This is an optimization exercise on Yosys and OpenROAD, whose aim is small area, not a production implementation.
The RTL was checked by simulation tests, not by an equivalence proof against the original design.
Power and IR drop assume default switching activity.

lagoon:
==> flow/design.v <==
package seq_pkg;
  typedef logic [$clog2(8)-1:0] vid_t;
  typedef logic [8-1:0] vinsn_vec_t;
  typedef logic [$clog2(32)-1:0] vreg_t;
  typedef enum logic [2:0] {
    VADD,
    VSUB,
    VMUL,
    VMACC,
    VLE,
    VSE
  } seq_op_e;
  typedef enum logic [1:0] {
    VFU_ALU,
    VFU_MFPU,
    VFU_LOAD,
    VFU_STORE
  } vfu_e;
  typedef enum logic {
    ST_IDLE,
    ST_WAIT
  } seq_state_e;
endpackage
module vec_sequencer (
  input  logic                            clk_i,
  input  logic                            rst_ni,
  input  logic                            req_valid_i,
  output logic                            req_ready_o,
  input  logic [2:0]                      req_op_i,
  input  logic [4:0]                      req_vs1_i,
  input  logic                            req_use_vs1_i,
  input  logic [4:0]                      req_vs2_i,
  input  logic                            req_use_vs2_i,
  input  logic [4:0]                      req_vd_i,
  input  logic                            req_use_vd_i,
  output logic                            resp_valid_o,
  output logic                            resp_error_o,
  output logic                            idle_o,
  output logic                            pe_req_valid_o,
  input  logic                            pe_req_ready_i,
  output logic [2:0]                      pe_req_id_o,
  output logic [2:0]                      pe_req_op_o,
  output logic [4:0]                      pe_req_vs1_o,
  output logic [4:0]                      pe_req_vs2_o,
  output logic [4:0]                      pe_req_vd_o,
  output logic [7:0]                      pe_hazard_vs1_o,
  output logic [7:0]                      pe_hazard_vs2_o,
  output logic [7:0]                      pe_hazard_vd_o,
  output logic [7:0]                      vinsn_running_o,
  output logic [63:0]                     hazard_table_o,
  input  logic [31:0]                     unit_done_i,
  input  logic                            addrgen_ack_i,
  input  logic                            addrgen_error_i
);
  logic is_alu, is_mfpu, is_ld, is_st;
  assign is_alu  = req_op_i[2:1] == 2'b00;
  assign is_mfpu = req_op_i[2:1] == 2'b01;
  assign is_ld   = req_op_i == 3'd4;
  assign is_st   = !is_alu && !is_mfpu && !is_ld;
  logic [7:0] run_q;
  logic [1:0] cnt_alu_q, cnt_mfpu_q;
  logic       busy_ld_q, busy_st_q;
  logic       wait_q;
  logic [7:0][4:0] wreg_q, r1reg_q, r2reg_q;
  logic [7:0]      wlast_q, r1last_q, r2last_q;
  logic       unit_free, full, issue;
  logic [7:0] nsel;
  logic [2:0] nid;
  assign full = &run_q;
  assign unit_free = (is_alu  && !cnt_alu_q[1]) ||
                     (is_mfpu && !cnt_mfpu_q[1]) ||
                     (is_ld   && !busy_ld_q) ||
                     (is_st   && !busy_st_q);
  assign req_ready_o = !wait_q && !(pe_req_valid_o && !pe_req_ready_i) && !full && unit_free;
  assign issue       = req_valid_i && req_ready_o;
  assign resp_valid_o = wait_q && addrgen_ack_i;
  assign resp_error_o = addrgen_error_i;
  always_comb begin
    nsel = '0;
    nid  = '0;
    for (int i = 7; i >= 0; i--) begin
      if (!run_q[i]) begin
        nsel    = '0;
        nsel[i] = 1'b1;
        nid     = 3'(i);
      end
    end
  end
  logic [7:0] done, keep, run_d;
  assign done  = unit_done_i[7:0] | unit_done_i[15:8] | unit_done_i[23:16] | unit_done_i[31:24];
  assign keep  = run_q & ~done;
  assign run_d = keep | (issue ? nsel : 8'h00);
  assign vinsn_running_o = run_q;
  assign idle_o          = ~|run_q;
  logic [7:0] eq_w1, eq_w2, eq_wd;
  logic [7:0] eq_a1, eq_a2, eq_ad;
  logic [7:0] eq_b1, eq_b2, eq_bd;
  logic [7:0] raw1, raw2, war, waw;
  logic [7:0] hz1, hz2, hzd;
  for (genvar i = 0; i < 8; i++) begin : gen_cmp
    assign eq_w1[i] = wreg_q[i] == req_vs1_i;
    assign eq_w2[i] = wreg_q[i] == req_vs2_i;
    assign eq_wd[i] = wreg_q[i] == req_vd_i;
    assign eq_a1[i] = r1reg_q[i] == req_vs1_i;
    assign eq_a2[i] = r1reg_q[i] == req_vs2_i;
    assign eq_ad[i] = r1reg_q[i] == req_vd_i;
    assign eq_b1[i] = r2reg_q[i] == req_vs1_i;
    assign eq_b2[i] = r2reg_q[i] == req_vs2_i;
    assign eq_bd[i] = r2reg_q[i] == req_vd_i;
  end
  assign raw1 = (req_use_vs1_i ? eq_w1 & wlast_q : 8'h00);
  assign raw2 = (req_use_vs2_i ? eq_w2 & wlast_q : 8'h00);
  assign waw  = (req_use_vd_i  ? eq_wd & wlast_q : 8'h00);
  assign war  = (req_use_vd_i  ? (eq_ad & r1last_q) | (eq_bd & r2last_q) : 8'h00);
  assign hz1 = (raw1 | war) & keep;
  assign hz2 = (raw2 | war) & keep;
  assign hzd = waw & keep;
  logic [7:0] hzany;
  assign hzany = hz1 | hz2 | hzd;
  always_ff @(posedge clk_i or negedge rst_ni) begin
    if (!rst_ni) begin
      run_q          <= '0;
      cnt_alu_q      <= '0;
      cnt_mfpu_q     <= '0;
      busy_ld_q      <= 1'b0;
      busy_st_q      <= 1'b0;
      wait_q         <= 1'b0;
      pe_req_valid_o <= 1'b0;
    end else begin
      run_q <= run_d;
      if (issue && is_alu && !(|unit_done_i[7:0])) cnt_alu_q <= cnt_alu_q + 2'd1;
      else if (!(issue && is_alu) && (|unit_done_i[7:0])) cnt_alu_q <= cnt_alu_q - 2'd1;
      if (issue && is_mfpu && !(|unit_done_i[15:8])) cnt_mfpu_q <= cnt_mfpu_q + 2'd1;
      else if (!(issue && is_mfpu) && (|unit_done_i[15:8])) cnt_mfpu_q <= cnt_mfpu_q - 2'd1;
      if (issue && is_ld) busy_ld_q <= 1'b1;
      else if (|unit_done_i[23:16]) busy_ld_q <= 1'b0;
      if (issue && is_st) busy_st_q <= 1'b1;
      else if (|unit_done_i[31:24]) busy_st_q <= 1'b0;
      if (wait_q) begin
        if (addrgen_ack_i) wait_q <= 1'b0;
      end else if (issue && (is_ld || is_st)) begin
        wait_q <= 1'b1;
      end
      pe_req_valid_o <= issue || (pe_req_valid_o && !pe_req_ready_i);
    end
  end
  logic [63:0] table_q;
  always_ff @(posedge clk_i or negedge rst_ni) begin
    if (!rst_ni) begin
      table_q <= '0;
    end else begin
      for (int r = 0; r < 8; r++) begin
        for (int j = 0; j < 8; j++) begin
          if (r == j) table_q[8*r+j] <= 1'b0;
          else table_q[8*r+j] <= (table_q[8*r+j] && keep[r] && keep[j]) ||
                                 (issue && nsel[r] && hzany[j]);
        end
      end
    end
  end
  assign hazard_table_o = table_q;
  always_ff @(posedge clk_i) begin
    if (issue) begin
      pe_req_id_o     <= nid;
      pe_req_op_o     <= req_op_i;
      pe_req_vs1_o    <= req_vs1_i;
      pe_req_vs2_o    <= req_vs2_i;
      pe_req_vd_o     <= req_vd_i;
      pe_hazard_vs1_o <= hz1;
      pe_hazard_vs2_o <= hz2;
      pe_hazard_vd_o  <= hzd;
      for (int i = 0; i < 8; i++) begin
        if (nsel[i]) begin
          wreg_q[i]  <= req_vd_i;
          r1reg_q[i] <= req_vs1_i;
          r2reg_q[i] <= req_vs2_i;
        end
      end
    end
  end
  logic [7:0] set_w, set_r1, set_r2, kill_w, kill_r1, kill_r2;
  assign set_w   = (issue && req_use_vd_i)  ? nsel : 8'h00;
  assign set_r1  = (issue && req_use_vs1_i) ? nsel : 8'h00;
  assign set_r2  = (issue && req_use_vs2_i) ? nsel : 8'h00;
  assign kill_w  = issue ? (nsel | (req_use_vd_i ? eq_wd : 8'h00)) : 8'h00;
  assign kill_r1 = issue ? (nsel | (req_use_vs1_i ? eq_a1 : 8'h00) | (req_use_vs2_i ? eq_a2 : 8'h00)) : 8'h00;
  assign kill_r2 = issue ? (nsel | (req_use_vs1_i ? eq_b1 : 8'h00) | (req_use_vs2_i ? eq_b2 : 8'h00)) : 8'h00;
  always_ff @(posedge clk_i) begin
    wlast_q  <= (wlast_q  & ~kill_w)  | set_w;
    r1last_q <= (r1last_q & ~kill_r1) | set_r1;
    r2last_q <= (r2last_q & ~kill_r2) | set_r2;
  end
endmodule
==> flow/config.mk <==
export PLATFORM = sky130hd
export DESIGN_NAME = vec_sequencer
export DESIGN_NICKNAME = vec_sequencer
export VERILOG_FILES = /design/flow/design.v
export SDC_FILE = /design/flow/constraint.sdc
export NUM_CORES = 4
export LEC_CHECK = 0
export CAP_MARGIN = 10
export CORE_MARGIN = 2
export CORE_UTILIZATION = 40
export GPL_TIMING_DRIVEN = 0
export SLEW_MARGIN = 10
==> flow/constraint.sdc <==
create_clock -name core_clock -period 6.0 [get_ports {clk_i}]
set_input_delay 1.2000 -clock core_clock [delete_from_list [all_inputs] [get_ports {clk_i}]]
set_output_delay 1.2000 -clock core_clock [all_outputs]
set_load 0.01 [all_outputs]
standard.sh (not shown) runs the stock make flow with config.mk's settings and CLKGATE_MAP_FILE= SYNTH_SCRIPT=/design/flow/synth_recipe.tcl, a recipe that flattens the netlist after the stock synthesis.
==> flow/flow/run.sh <==
#!/bin/bash
# Standard layout (standard.sh), with these changes:
#  - synthesis maps the logic with an area-oriented ABC script (flow/area.abc);
#    everything else in synthesis is synth_recipe.tcl as given
#  - the port buffers are made from the smallest buffer cell
#  - repair may not use the largest buffer cells (flow/small_bufs.tcl)
#  - a lighter clock tree: clkbuf_4 only, small sink clusters, no dummy loads
# make's whole output goes to standard_make.log; ORFS keeps each step's log
# under orfs/logs.
set -euo pipefail
W=$PWD
sed "s#@ABC@#$W/flow/area.abc#" flow/area_synth.tcl.in > "$W/area_synth.tcl"
export BUFFER_PORTS_ARGS="-buffer_cell sky130_fd_sc_hd__buf_1"
for s in FLOORPLAN GLOBAL_PLACE RESIZE REPAIR_TIMING_POST_PLACE CTS GLOBAL_ROUTE DETAIL_ROUTE; do
  export PRE_${s}_TCL="$W/flow/small_bufs.tcl"
done
export PRE_GLOBAL_PLACE_TCL="$W/flow/place_prep.tcl"
export CTS_ARGS="-sink_clustering_enable -repair_clock_nets -dont_use_dummy_load -buf_list {sky130_fd_sc_hd__clkbuf_4} -sink_clustering_size 10 -sink_clustering_max_diameter 40"
bash standard.sh finish SYNTH_SCRIPT="$W/area_synth.tcl" > standard_make.log 2>&1
==> flow/flow/area.abc <==
strash
dch
amap
==> flow/flow/area_synth.tcl.in <==
proc abc {args} {
  set i [lsearch -exact $args -script]
  if {$i >= 0} { lset args [expr {$i + 1}] @ABC@ }
  yosys abc {*}$args
}
proc synth {args} { yosys synth -nofsm -noshare {*}$args }
source $::env(SCRIPTS_DIR)/synth.tcl
# left out here: clear keep_hierarchy, flatten, clean up, hide names made inside functions, write 1_2_yosys.v
==> flow/flow/place_prep.tcl <==
# As timing-driven placement does: drop synthesis buffers before the ports get theirs
source [file join [file dirname [info script]] small_bufs.tcl]
remove_buffers
==> flow/flow/small_bufs.tcl <==
# Keep repair from reaching for the largest buffers
set_dont_use [get_lib_cells {sky130_fd_sc_hd__buf_6 sky130_fd_sc_hd__buf_8 sky130_fd_sc_hd__buf_12 sky130_fd_sc_hd__buf_16 sky130_fd_sc_hd__bufbuf_8 sky130_fd_sc_hd__bufbuf_16 sky130_fd_sc_hd__clkbuf_8 sky130_fd_sc_hd__clkbuf_16}]
lagoon closes out successfully: all stages finished, all timing, DRC and antenna checks passed.
--- input diff lagoon..fjord ---
# lagoon
export LEC_CHECK = 0
export CAP_MARGIN = 10
export CORE_MARGIN = 2
export CORE_UTILIZATION = 40
export GPL_TIMING_DRIVEN = 0
export SLEW_MARGIN = 10
create_clock -name core_clock -period 6.0 [get_ports {clk_i}]
# fjord
export LEC_CHECK = 0
export CAP_MARGIN = 10
export CORE_MARGIN = 2
export CORE_UTILIZATION = 60
export GPL_TIMING_DRIVEN = 0
export SLEW_MARGIN = 10
create_clock -name core_clock -period 6.0 [get_ports {clk_i}]
[summary]
fjord vs lagoon: wire length on met3 up by more than 10%
On maximum single-stage delay on the critical path: between fjord and lagoon, it ends up lower for lagoon.
Summary of fjord over lagoon: clock period minus final worst setup slack up 33 ps; switching power down about 2.8%; maximum fanout along the worst path down 1; total non-filler cell area in the finished layout down about 2%.
lagoon → fjord: tapcell count dropped 127; first-pass GRT wire length dropped 8.3%.
Compared with lagoon, number of clock-tree buffers in the layout in fjord decreased by a few percent.
### fjord -> onyx
# fjord
export LEC_CHECK = 0
export CAP_MARGIN = 10
export CORE_MARGIN = 2
export CORE_UTILIZATION = 60
export GPL_TIMING_DRIVEN = 0
export SLEW_MARGIN = 10
create_clock -name core_clock -period 6.0 [get_ports {clk_i}]
# onyx
export LEC_CHECK = 0
export CAP_MARGIN = 20
export CORE_MARGIN = 2
export CORE_UTILIZATION = 40
export GPL_TIMING_DRIVEN = 0
export SLEW_MARGIN = 20
create_clock -name core_clock -period 6.0 [get_ports {clk_i}]
==> flow/flow/run.sh <==
#!/bin/bash
# Standard layout, with three changes:
#  - synthesis maps the logic with an area-oriented ABC script (flow/area.abc);
#    everything else in synthesis is synth_recipe.tcl as given
#  - the port buffers are made from the smallest buffer cell
#  - a lighter clock tree: clkbuf_4 only, small sink clusters, no dummy loads
set -euo pipefail
W=$PWD
sed "s#@ABC@#$W/flow/area.abc#" flow/area_synth.tcl.in > "$W/area_synth.tcl"
export BUFFER_PORTS_ARGS="-buffer_cell sky130_fd_sc_hd__buf_1"
for s in FLOORPLAN GLOBAL_PLACE RESIZE REPAIR_TIMING_POST_PLACE CTS GLOBAL_ROUTE DETAIL_ROUTE; do export PRE_${s}_TCL="$W/flow/small_bufs.tcl"; done
export CTS_ARGS="-sink_clustering_enable -repair_clock_nets -dont_use_dummy_load -buf_list {sky130_fd_sc_hd__clkbuf_4} -sink_clustering_size 10 -sink_clustering_max_diameter 40"
bash standard.sh finish SYNTH_SCRIPT="$W/area_synth.tcl" > standard_make.log 2>&1
removed: flow/flow/place_prep.tcl
Notes after the runs:
Critical path depth delta for onyx relative to fjord: 1 lower. Summary of onyx over fjord: floorplan die area shows an increase of 49%; number of I/O port buffers climbed 1; first-iteration DRC count shows an increase of 316; share of the core filled with cells in the final layout lower. Looking at wire length across both flows, onyx is the weaker of the two, with fjord ahead.
[inputs] zinc vs onyx
# onyx
export LEC_CHECK = 0
export CAP_MARGIN = 20
export CORE_MARGIN = 2
export CORE_UTILIZATION = 40
export GPL_TIMING_DRIVEN = 0
export SLEW_MARGIN = 20
create_clock -name core_clock -period 6.0 [get_ports {clk_i}]
# zinc
export LEC_CHECK = 0
export CAP_MARGIN = 20
export CORE_MARGIN = 2
export CORE_UTILIZATION = 60
export GPL_TIMING_DRIVEN = 0
export SLEW_MARGIN = 20
create_clock -name core_clock -period 6.0 [get_ports {clk_i}]
==> flow/flow/run.sh <==
#!/bin/bash
# Standard layout (standard.sh), with these changes:
#  - synthesis maps the logic with an area-oriented ABC script (flow/area.abc);
#    everything else in synthesis is synth_recipe.tcl as given
#  - the port buffers are made from the smallest buffer cell
#  - repair may not use the largest buffer cells (flow/small_bufs.tcl)
#  - a lighter clock tree: clkbuf_4 only, small sink clusters, no dummy loads
# make's whole output goes to standard_make.log; ORFS keeps each step's log
# under orfs/logs.
set -euo pipefail
W=$PWD
sed "s#@ABC@#$W/flow/area.abc#" flow/area_synth.tcl.in > "$W/area_synth.tcl"
export BUFFER_PORTS_ARGS="-buffer_cell sky130_fd_sc_hd__buf_1"
for s in FLOORPLAN GLOBAL_PLACE RESIZE REPAIR_TIMING_POST_PLACE CTS GLOBAL_ROUTE DETAIL_ROUTE; do
  export PRE_${s}_TCL="$W/flow/small_bufs.tcl"
done
export PRE_GLOBAL_PLACE_TCL="$W/flow/place_prep.tcl"
export CTS_ARGS="-sink_clustering_enable -repair_clock_nets -dont_use_dummy_load -buf_list {sky130_fd_sc_hd__clkbuf_4} -sink_clustering_size 10 -sink_clustering_max_diameter 40"
bash standard.sh finish SYNTH_SCRIPT="$W/area_synth.tcl" > standard_make.log 2>&1
==> flow/flow/place_prep.tcl (new file) <==
# As timing-driven placement does: drop synthesis buffers before the ports get theirs
source [file join [file dirname [info script]] small_bufs.tcl]
remove_buffers
==> run summary <==
zinc gives less die area than onyx did. Summary of zinc over onyx: routed wire length decreased about 8%, final core utilization increased 22 points, post-layout total power decreased 0.063 mW. zinc against onyx: area added between synthesis and finish shrank by 2.4 points; arrival time reported for the critical path endpoint grew by 110 ps. zinc ends up with lower clock group share of total power than onyx does. Comparing the two runs side by side, zinc comes out behind onyx on clock period minus worst slack. The combinational power in zinc sits about 3% below the value recorded for onyx. zinc against onyx: count of clock-buffer cells in the layout now sits lower, maximum frequency went down.

afterwards: timing with drivers on the ports:
The flow's constraints put no driver on any port. The routed layouts listed below were extracted and timed again, unchanged, in two steps.
Step 1 assumes that a clkbuf_16 drives the clock port and a buf_2 every other input.
Step 2, shift: input delay + t, output delay - t, t = (earliest + latest rising clock arrival at the registers) / 2. This alone moves slack from input paths to output paths.
Three values: no drivers, after step 1, after step 2; two values: the first two.
run | shift t [ns] | setup slack, ns | cell pins on the clock port's net
lagoon | 0.705 | 0.686 / 0.709 / 0.004 | 1
fjord | 0.683 | 0.653 / 0.676 / -0.008 | 1
onyx | 0.692 | 1.270 / 1.270 / 0.621 | 1
zinc | 0.681 | 1.092 / 1.115 / 0.434 | 1
Met with ideal ports but missed after step 2: setup timing in fjord. The setup slack of lagoon, which loses most, moves by +0.023 ns with the drivers and by -0.682 ns with both steps.
